Source: an optimization exercise on an open RTL-to-GDS flow (aim: small area, a short achievable clock period and few clock cycles per item). Production flows keep margins and buffers that such runs may drop.
No functional check of the RTL was part of any run shown here.
No activity file was given, so power comes from the tool's default toggle rates.

==> flow/design.v <==
package seg_geom_pkg;
    localparam int IMG_W       = 16;
    localparam int IMG_H       = 16;
    localparam int NUM_CH      = 3;
    localparam int NUM_PIX     = IMG_W * IMG_H;
    localparam int NUM_BYTES   = NUM_PIX * NUM_CH;
    localparam int NUM_CLASSES = 4;
    typedef logic [7:0] pix_idx_t;
    typedef logic [1:0] label_t;
    typedef logic [7:0] pixel_t;
endpackage
package seg_ctrl_pkg;
    localparam int MEM_ADDR_W      = 20;
    localparam int WORDS_PER_FRAME = 192;
endpackage
`timescale 1ns/1ns
module frame_ram (
    input  logic       clk,
    input  logic       shift,
    input  logic [3:0] pair_in,      
    input  logic [7:0] raddr,
    output logic [1:0] rdata
);
    logic [511:0] mem;
    always_ff @(posedge clk) begin
        if (shift) begin
            mem <= {pair_in, mem[511:4]};
        end
    end
    always_ff @(posedge clk) begin
        rdata <= mem[{raddr, 1'b0} +: 2];
    end
endmodule
`timescale 1ns/1ns
module class_scorer (
    input  logic [7:0] r,
    input  logic [7:0] g,
    input  logic [7:0] b,
    output logic [1:0] lbl
);
    function automatic logic ge8(input logic [7:0] x, input logic [7:0] y);
        logic c;
        c = 1'b1;
        for (int i = 0; i < 8; i++) begin
            c = (x[i] & ~y[i]) | (x[i] & c) | (~y[i] & c);
        end
        ge8 = c;
    endfunction
    function automatic logic over(input logic [7:0] x, input logic [7:0] y, input logic [7:0] z);
        logic [10:0] p, q, s, k;
        logic [10:0] cc;
        logic c;
        integer i;
        p = 11'd0;
        q = 11'd0;
        for (i = 0; i < 8; i = i + 1) begin
            p[i]   = x[i] ^ y[i] ^ ~z[i];
            q[i+1] = (x[i] & y[i]) | (x[i] & ~z[i]) | (y[i] & ~z[i]);
        end
        cc = 11'd668;
        s = 11'd0;
        k = 11'd0;
        for (i = 0; i < 10; i = i + 1) begin
            s[i]   = p[i] ^ q[i] ^ cc[i];
            k[i+1] = cc[i] ? (p[i] | q[i]) : (p[i] & q[i]);
        end
        c = 1'b0;
        for (i = 0; i < 10; i = i + 1) begin
            c = (s[i] & k[i]) | (s[i] & c) | (k[i] & c);
        end
        over = c | k[10];
    endfunction
    logic r_ge_g, r_ge_b, g_ge_b, x;
    logic [7:0] a1, b1, m;
    assign r_ge_g = ge8(r, g);
    assign r_ge_b = ge8(r, b);
    assign g_ge_b = ge8(g, b);
    always_comb begin
        if (r_ge_g && r_ge_b) begin m = r; a1 = g; b1 = b; end
        else if (g_ge_b)      begin m = g; a1 = r; b1 = b; end
        else                  begin m = b; a1 = r; b1 = g; end
    end
    assign x = over(a1, b1, m);
    always_comb begin
        if (x) lbl = 2'd3;
        else if (r_ge_g && r_ge_b) lbl = 2'd0;
        else if (g_ge_b) lbl = 2'd1;
        else lbl = 2'd2;
    end
endmodule
`timescale 1ns/1ns
module seg_top (
    input  logic                                clk,
    input  logic                                rst,
    input  logic                                start_process,
    output logic                                processing_done,
    output logic                                mem_req,
    output logic [seg_ctrl_pkg::MEM_ADDR_W-1:0] mem_addr,
    input  logic                                mem_ack,
    input  logic [31:0]                         mem_rdata,
    input  seg_geom_pkg::pix_idx_t              label_addr,
    output seg_geom_pkg::label_t                label,
    output logic [9:0]                          leds
);
    logic       busy;         
    logic       done;         
    logic       flag;         
    logic [7:0] waddr;        
    logic [1:0] wph;          
    logic       got;          
    logic       v;            
    logic [1:0] vph;          
    logic       vlast;        
    logic [31:0] w;           
    logic [15:0] h;           
    logic [1:0] pend;         
    logic       shift;        
    logic       slast;        
    logic [3:0] pair_in;      
    assign got = mem_req && mem_ack;
    always_ff @(posedge clk or posedge rst) begin
        if (rst) begin
            busy    <= 1'b0;
            done    <= 1'b1;
            flag    <= 1'b0;
            mem_req <= 1'b0;
            waddr   <= '0;
            wph     <= '0;
            v       <= 1'b0;
            vph     <= '0;
            vlast   <= 1'b0;
            shift   <= 1'b0;
            slast   <= 1'b0;
        end else begin
            v     <= got;
            vph   <= wph;
            vlast <= got && (waddr == 8'(seg_ctrl_pkg::WORDS_PER_FRAME - 1));
            shift <= v && (vph != 2'd0);
            slast <= v && vlast;
            if (!busy) begin
                if (start_process) begin
                    busy    <= 1'b1;
                    done    <= 1'b0;
                    flag    <= 1'b0;
                    mem_req <= 1'b1;
                    waddr   <= '0;
                    wph     <= '0;
                end
            end else begin
                if (got) begin
                    waddr <= waddr + 1'b1;
                    wph   <= (wph == 2'd2) ? 2'd0 : wph + 1'b1;
                    if (waddr == 8'(seg_ctrl_pkg::WORDS_PER_FRAME - 1)) begin
                        mem_req <= 1'b0;
                    end
                end
                if (shift && slast) begin
                    busy <= 1'b0;
                    done <= 1'b1;
                    flag <= 1'b1;
                end
            end
        end
    end
    always_ff @(posedge clk) begin
        w <= mem_rdata;
        if (v) begin
            h <= w[31:16];
        end
    end
    logic [7:0] ar, ag, ab;
    logic [1:0] la, lb;
    always_comb begin
        case (vph)
            2'd0:    begin ar = w[7:0];   ag = w[15:8];  ab = w[23:16]; end
            2'd1:    begin ar = h[15:8];  ag = w[7:0];   ab = w[15:8];  end
            default: begin ar = h[7:0];   ag = h[15:8];  ab = w[7:0];   end
        endcase
    end
    class_scorer u_cls_a (.r(ar), .g(ag), .b(ab), .lbl(la));
    class_scorer u_cls_b (.r(w[15:8]), .g(w[23:16]), .b(w[31:24]), .lbl(lb));
    always_ff @(posedge clk) begin
        if (v && vph == 2'd0) begin
            pend <= la;
        end
        pair_in <= (vph == 2'd1) ? {la, pend} : {lb, la};
    end
    frame_ram u_label_ram (
        .clk     (clk),
        .shift   (shift),
        .pair_in (pair_in),
        .raddr   (label_addr),
        .rdata   (label)
    );
    assign processing_done = done;
    assign mem_addr        = {12'b0, waddr};
    assign leds            = {7'b0, flag, 1'b0, busy};
endmodule
==> flow/run.sh <==
#!/bin/bash
# synth_recipe.tcl (not shown) runs the flow's synth.tcl, then flattens the netlist and writes it again
# the make line also repeats each setting of config.mk as NAME=value (left out here)
make -C /OpenROAD-flow-scripts/flow DESIGN_CONFIG=/design/flow/config.mk WORK_HOME=/design/flow/orfs CLKGATE_MAP_FILE= SYNTH_SCRIPT=/design/flow/synth_recipe.tcl finish
==> flow/config.mk <==
export PLATFORM = sky130hd
export DESIGN_NAME = seg_top
export DESIGN_NICKNAME = seg_top
export VERILOG_FILES = /design/flow/design.v
export SDC_FILE = /design/flow/constraint.sdc
export NUM_CORES = 4
export LEC_CHECK = 0
export ABC_CLOCK_PERIOD_IN_PS = 3000
export CAP_MARGIN = 20
export CORE_MARGIN = 2
export CORE_UTILIZATION = 50
export CTS_BUF_LIST = sky130_fd_sc_hd__clkbuf_4 sky130_fd_sc_hd__clkbuf_8
export SETUP_SLACK_MARGIN = 5
export SLEW_MARGIN = 20
export SYNTH_MEMORY_MAX_BITS = 16384
==> flow/constraint.sdc <==
create_clock -name core_clock -period 8.0 [get_ports {clk}]
set_input_delay 1.6000 -clock core_clock [delete_from_list [all_inputs] [get_ports {clk}]]
set_output_delay 1.6000 -clock core_clock [all_outputs]
set_load 0.01 [all_outputs]
==> impl_metrics.csv, run 1 <==
group,metric,value,unit
floorplan,core,49100,sq um
route,drc,0,
route,vias_per_cell,5.76,
yosys,synth-edff-count,530,
yosys,synth_top_area_share,0.640,
timing,max_freq,0.203,GHz
yosys,synthCells,1341,
worst_setup_path,critical_path_class,"register to register",
cells_and_area,drive_gt1_frac,0.312,
global_route,grt_pass1_wl,75300,um
timing,tns,0,ps
timing,hold_viol,0,
worst_setup_path,r2r_cells,31,
floorplan,dieArea,51600,sq um
power_and_ir_drop,powerDensity,343,nW/um^2
min_path,hold_end,"u_label_ram.mem[508]",
worst_setup_path,rr_startpoint,"vph[0]",
clocking,clockBufferDepth,3,
timing,skew,34.1,ps
timing,rsz0062_at_grt,"yes",
global_route,grt_max_degree,208,
worst_setup_path,start_kind,"register",
worst_setup_path,slowest_stage,"dfrtp_2",
worst_setup_path,crit_buf_inv,24,
yosys,yosysTopAreaCell,"edfxtp_1",
global_route,busiest_layer,"met2",
worst_setup_path,cp_slowest_stage_delay,430,ps
yosys,synth_top_family_by_area,"multiplexers",
run_status,status,"finished clean",
floorplan,initial_utilization,0.507,
yosys,synth_commonest_cells,"edfxtp_1, mux4_2, nand2_1",
timing,fin_ws,3080,ps
yosys,synth_mux_area_frac,0.175,
cells_and_area,area_delta_synth_final,17.4,%
route,drt-total-wl,49300,um
worst_setup_path,reg2reg_to,"pair_in[1]",
cells_and_area,antenna_cells,0,
yosys,synth-compound-area-share,0.0465,
cells_and_area,fin_nets,1584,
global_route,antenna_found_initial,0,
yosys,yosys.area_share.simple,0.0333,
worst_setup_path,r2r_slack,3080,ps
place,post-place-ws,2480,ps
worst_setup_path,cpMostUsedCell,"buf_4",
global_route,grt_pass1_vias,13200,
place,dp_hpwl,26500,um
timing,worst_pin_slew,1170,ps
route,wl_per_cell,21.9,um
worst_setup_path,path_delay_family,"buffers and inverters",
timing,maxSlewViolCount,0,
yosys,avgSynthCellArea,18.6,sq um
clocking,cts_sinks,588,
floorplan,row_count,81,
yosys,synth_xor_area_frac,0.00141,
yosys,synth_most_common_cell,"edfxtp_1",
min_path,hp-start,"pair_in[0]",
power_and_ir_drop,power.leakage,8.82,nW
min_path,min_path_cells,0,
job,cap_violations,0,
clocking,cts_hold_buf,0,
yosys,postSynth.asyncResetShare,0.0340,
route,first_pass_iters,7,
yosys,synthTopCellsByArea,"edfxtp_1, mux4_2, dfxtp_1, dfrtp_1, mux2i_1",
power_and_ir_drop,ir_drop,0.000414,V
yosys,synth_area,24900,sq um
timing,relSlewSlack,0.219,
clocking,worstSkewPairLatency,690,ps
global_route,grt_util_all_layers,0.193,
worst_setup_path,arrival,5480,ps
route,routed-via-count,13000,
route,postRouteAntennaNets,0,
clocking,cts.reportedPaths.clkPinSlew,70,ps
floorplan,ios,78,
worst_setup_path,worst_setup_path_end_kind,"register",
global_route,gr-usage-met1,0.271,
clocking,htree_levels,3,
worst_setup_path,crit_cells,31,
clocking,cts_tree,"yes",
place,gp_congestion,0.827,
min_path,hold_path.class,"register to register",
yosys,synth.distinct_cells,82,
yosys,yosys_warnings,3,
timing,fin_crit_sh,0.614,
yosys,synth_fa_ha_area_frac,0.0244,
clocking,cts-buffers-inserted,97,
route,drt_iter0_markers,1118,
yosys,synthFlopType,"edfxtp_1",
yosys,yosys_register_bits,588,
global_route,overflow,0,
worst_setup_path,cp_max_fo,5,
floorplan,chipWidth,227,um
global_route,gr-usage-met2,0.306,
timing,period_needed,4920,ps
global_route,met3_usage,0.0407,
yosys,ys_seq_area_frac,0.690,
clocking,root_buffer,"clkbuf_8",
timing,setup_viol,0,
place,portBuffers,57,
floorplan,dieHeight,227,um
worst_setup_path,crit_required,8570,ps
==> area by class of cell <==
class | instances | area (sq um)
Clock buffer | 138 | 1670
Clock inverter | 37 | 250
Fill cell | 3730 | 19800
Inverter | 51 | 200
Multi-Input combinational cell | 632 | 7350
Sequential cell | 588 | 17200
Tap cell | 664 | 831
Timing Repair Buffer | 143 | 1730
==> timing repair <==
item,CTS,global route
pin swaps,28,13
cloned,9,5
setup buffers,51,6
gates resized for setup,120,21
endpoints found under the setup margin,22,16
==> routing by layer <==
metal | up-vias | routed length (um)
li1 | 5754 | -
met1 | 6763 | 21700
met2 | 375 | 23800
met3 | 94 | 2620
met4 | 0 | 1190
met5 | - | 0
==> report_power, final <==
part / switching, mW / internal, mW / leakage [nW] / total (mW)
Combinational: 1.75 / 1.62 / 3.29 / 3.37
Sequential: 0.205 / 3.87 / 4.53 / 4.07
Clock: 1.18 / 1.41 / 1.00 / 2.59
Total: 3.13 / 6.90 / 8.82 / 10.0
==> sequential cells by signal (all words and copies together), names as in the netlist <==
name,cells
u_label_ram.mem,512
mem_req,1
busy,1
vph,2
u_label_ram.rdata,2
w,32
pair_in,4
h,16
shift,1
v,1
wph,2
flag,1
slast,1
vlast,1
done,1
waddr,8
pend,2
==> logic make-up after synthesis <==
family	count (synthesis)
muxes	218
xor gates and xnor gates	4
buffers and inverters	140
adders and majority gates	43
and+or+nand+nor	173
AOI/OAI and AO/OA	174
DFF	588
other	1
==> stage by stage <==
stage / instance area [sq um] / utilization / std cells / hold WS (ps) / total power, mW
global placement: 26000 / 0.530 / 2007 / 414 / 6.58
detailed placement: 26000 / 0.530 / 2007 / 396 / 6.60
global route: 29200 / 0.596 / 2253 / 423 / 10.6
CTS: 29000 / 0.592 / 2242 / 410 / 9.97
finish: 29200 / 0.596 / 2253 / 404 / 10.0
floorplan: 25200 / - / 1360 / 386 / 6.14
==> cells in the final DEF, fill, tap and decap left out, types with 16 or more instances in the layout <==
cell type / instances
edfxtp_1: 530
mux4_2: 170
clkbuf_8: 102
nand2_1: 64
buf_4: 48
inv_1: 46
a21oi_1: 39
clkdlybuf4s50_1: 39
dfxtp_1: 38
clkbuf_4: 37
nor2_1: 33
o21ai_0: 31
mux2i_1: 27
clkinv_1: 24
nand2b_1: 20
conb_1: 20
nand3_1: 16
==> worst max-delay path by stage <==
stage | start | to
2_1_floorplan | vph[0] | pair_in[1]
5_1_grt | vph[0] | pair_in[1]
6_report | vph[0] | pair_in[1]
3_5_place_dp | vph[0] | pair_in[1]
3_3_place_gp | vph[0] | pair_in[1]
4_1_cts | vph[0] | pair_in[1]
==> run 2, diff against run 1 <==
==> flow/config.mk (replaced) <==
export PLATFORM = sky130hd
export DESIGN_NAME = seg_top
export DESIGN_NICKNAME = seg_top
export VERILOG_FILES = /design/flow/design.v
export SDC_FILE = /design/flow/constraint.sdc
export NUM_CORES = 4
export LEC_CHECK = 0
export CAP_MARGIN = 20
export CORE_MARGIN = 2
export CORE_UTILIZATION = 50
export SETUP_SLACK_MARGIN = 4.5
export SLEW_MARGIN = 20
export SYNTH_MEMORY_MAX_BITS = 16384
==> run 2 against run 1 <==
Compared with the run above:
- still clean
- synthesized cell count unchanged
- fmax down 0.90%
- die area unchanged
- worst setup slack worse by 45 ps
- first-iteration DRC count up 7.4%
- critical endpoint unchanged
==> impl_metrics.csv, run 2 <==
group,metric,value,unit
run_status,status,"finished clean",
yosys,synthCells,1341,
timing,period_needed,4960,ps
worst_setup_path,cpMostUsedCell,"buf_4",
clocking,worstSkewPairLatency,620,ps
worst_setup_path,slowest_stage,"dfrtp_2",
global_route,grt_pass1_vias,12700,
power_and_ir_drop,ir_drop,0.000388,V
worst_setup_path,arrival,5440,ps
cells_and_area,area_delta_synth_final,17.2,%
yosys,synth_most_common_cell,"edfxtp_1",
yosys,synthTopCellsByArea,"edfxtp_1, mux4_2, dfxtp_1, dfrtp_1, mux2i_1",
clocking,cts_tree,"yes",
cells_and_area,layout_commonest_cell,"edfxtp_1",
cells_and_area,largest_register_ffs,512,
cells_and_area,final_cell_mix,"edfxtp_1, mux4_2, nand2_1, clkbuf_16, clkdlybuf4s50_1",
yosys,yosys_warnings,3,
timing,tns,0,ps
min_path,hp-start,"pair_in[0]",
yosys,synth_top_area_share,0.640,
clocking,cts_hold_buf,0,
global_route,antenna_found_initial,0,
timing,setup_viol,0,
yosys,avgSynthCellArea,18.6,sq um
cells_and_area,antenna_cells,0,
cells_and_area,top_regs,"u_label_ram.mem (512), w (32), h (16)",
floorplan,dieHeight,227,um
route,drc,0,
global_route,overflow,0,
clocking,cts-buffers-inserted,58,
worst_setup_path,crit_start,"vph[0]",
global_route,gr-usage-met1,0.270,
floorplan,core,49100,sq um
place,portBuffers,57,
clocking,clockBufferDepth,3,
route,routed-via-count,12600,
place,placed_area,26000,sq um
yosys,yosysTopAreaCell,"edfxtp_1",
global_route,grt_util_all_layers,0.188,
clocking,cts_sinks,588,
timing,maxSlewViolCount,0,
cells_and_area,fin_nets,1540,
cells_and_area,fin_area,29200,sq um
yosys,synth-edff-count,530,
route,drt_iter0_markers,1201,
floorplan,chipWidth,227,um
min_path,hold_path.class,"register to register",
route,first_pass_iters,5,
yosys,synthFlopType,"edfxtp_1",
clocking,root_buffer,"clkbuf_16",
worst_setup_path,cp_slowest_stage_delay,430,ps
global_route,grt_pass1_wl,73700,um
floorplan,initial_utilization,0.507,
clocking,cts.reportedPaths.clkPinSlew,60,ps
yosys,yosys_register_bits,588,
global_route,met3_usage,0.0263,
cells_and_area,drive_gt1_frac,0.288,
global_route,gr-usage-met2,0.303,
worst_setup_path,worst_setup_path_end_kind,"register",
timing,skew,28.8,ps
timing,worst_pin_slew,1240,ps
route,vias_per_cell,5.79,
timing,rsz0062_at_grt,"yes",
worst_setup_path,critical_path_class,"register to register",
place,gp_congestion,0.827,
yosys,synth_commonest_cells,"edfxtp_1, mux4_2, nand2_1",
place,dp_hpwl,26500,um
job,cap_violations,0,
yosys,synth_area,24900,sq um
timing,fin_crit_sh,0.620,
timing,relSlewSlack,0.177,
yosys,synth.distinct_cells,82,
route,postRouteAntennaNets,0,
timing,hold_viol,0,
worst_setup_path,crit_required,8480,ps
power_and_ir_drop,powerDensity,353,nW/um^2
floorplan,ios,78,
floorplan,row_count,81,
global_route,busiest_layer,"met2",
global_route,grt_max_degree,208,
cells_and_area,regMostFlops,"u_label_ram.mem",
yosys,ys_seq_area_frac,0.690,
floorplan,dieArea,51600,sq um
power_and_ir_drop,power.leakage,8.71,nW
worst_setup_path,rr_startpoint,"vph[0]",
yosys,postSynth.asyncResetShare,0.0340,
timing,max_freq,0.202,GHz
worst_setup_path,cp_max_fo,6,
worst_setup_path,start_kind,"register",
route,drt-total-wl,47700,um
route,wl_per_cell,21.9,um
clocking,htree_levels,2,
run 2: layout make-up:
| cell class | count | area, sq um |
|---|---|---|
| Inverter | 51 | 198 |
| Sequential cell | 588 | 17200 |
| Multi-Input combinational cell | 632 | 7390 |
| Clock inverter | 30 | 349 |
| Fill cell | 3691 | 19900 |
| Timing Repair Buffer | 138 | 1620 |
| Clock buffer | 77 | 1590 |
| Tap cell | 664 | 831 |
run 2: critical path: cells and delay by family, from the launching register on:
kind	cells	cell delay, ps
buffers and inverters	24	2950
flip-flops	1	430
AND/OR/NAND/NOR	2	390
AO/OA/AOI/OAI	4	760
multiplexers	1	280
run 2: worst paths after layout:
path / to / cells past startpoint / slack (ps)
hold reg to reg: u_label_ram.mem[508] / 0 / 410
setup / recovery: pair_in[1] / 31 / 3040
min in group asynchronous: flag / 2 / 1420
max in group asynchronous: shift / 2 / 6030
setup reg to reg: pair_in[1] / 31 / 3040
hold / removal: u_label_ram.mem[508] / 0 / 410
run 2: cells by family after synthesis:
logic type                 synth area share
DFF                                   0.690
muxes                                 0.175
AOI/OAI and AO/OA                    0.0465
and+or+nand+nor                      0.0333
buffers and inverters                0.0284
adders and majority gates            0.0244
xor gates and xnor gates            0.00141
other                              0.000151
run 2: per-stage QoR:
stage | setup slack (ps) | instances | total power [mW] | utilization | hold slack, ps
2_1_floorplan | 3420 | 1360 | 6.14 | - | 386
3_5_place_dp | 2480 | 2007 | 6.60 | 0.530 | 396
3_3_place_gp | 2590 | 2007 | 6.58 | 0.530 | 414
6_report | 3040 | 2180 | 10.3 | 0.595 | 411
4_1_cts | 3220 | 2164 | 10.2 | 0.590 | 411
5_1_grt | 2920 | 2180 | 10.8 | 0.595 | 422
run 2: what timing repair did:
action,CTS,global route
setup buffers,42,14
pin swaps,29,15
setup endpoints to repair,9,8
cloned,8,2
gates resized for setup,92,23
run 2: power by group:
group | switching [mW] | internal [mW] | total (mW)
clock | 1.15 | 1.60 | 2.74
sequential | 0.212 | 3.86 | 4.08
combinational | 1.77 | 1.69 | 3.46
total | 3.13 | 7.15 | 10.3
run 2: per-layer routing:
metal / part of all wire / vias up / wire length (um)
met5: 0 / - / 0
met3: 0.043 / 78 / 2060
met4: 0.022 / 0 / 1040
li1: - / 5647 / -
met1: 0.45 / 6601 / 21400
met2: 0.49 / 300 / 23200

[afterwards: timing with drivers on the ports]
How much do the figures lean on ideal ports? The routed layouts below were timed once more, with nothing changed but the port constraints. Step 1 (the two cells are an assumption about what drives the block):
set clk [get_ports {clk}]
set_driving_cell -lib_cell sky130_fd_sc_hd__clkbuf_16 $clk
set_driving_cell -lib_cell sky130_fd_sc_hd__buf_2 [delete_from_list [all_inputs] $clk]
Step 2 adds t to the input delays and takes it off the output delays; t is the mean of the earliest and latest rising clock arrival at the registers after step 1. Input paths then give back, and output paths get back, about the clock's delay inside the block. a / b / c = ideal / step 1 / step 2; a / b = the first two.
run	t (ns)	slack for setup (ns)	worst setup path after step 2
run 1	0.728	3.085 / 3.085 / 3.085	register to register
run 2	0.667	3.040 / 3.040 / 3.040	register to register
After both steps setup and hold are still met in every run listed.
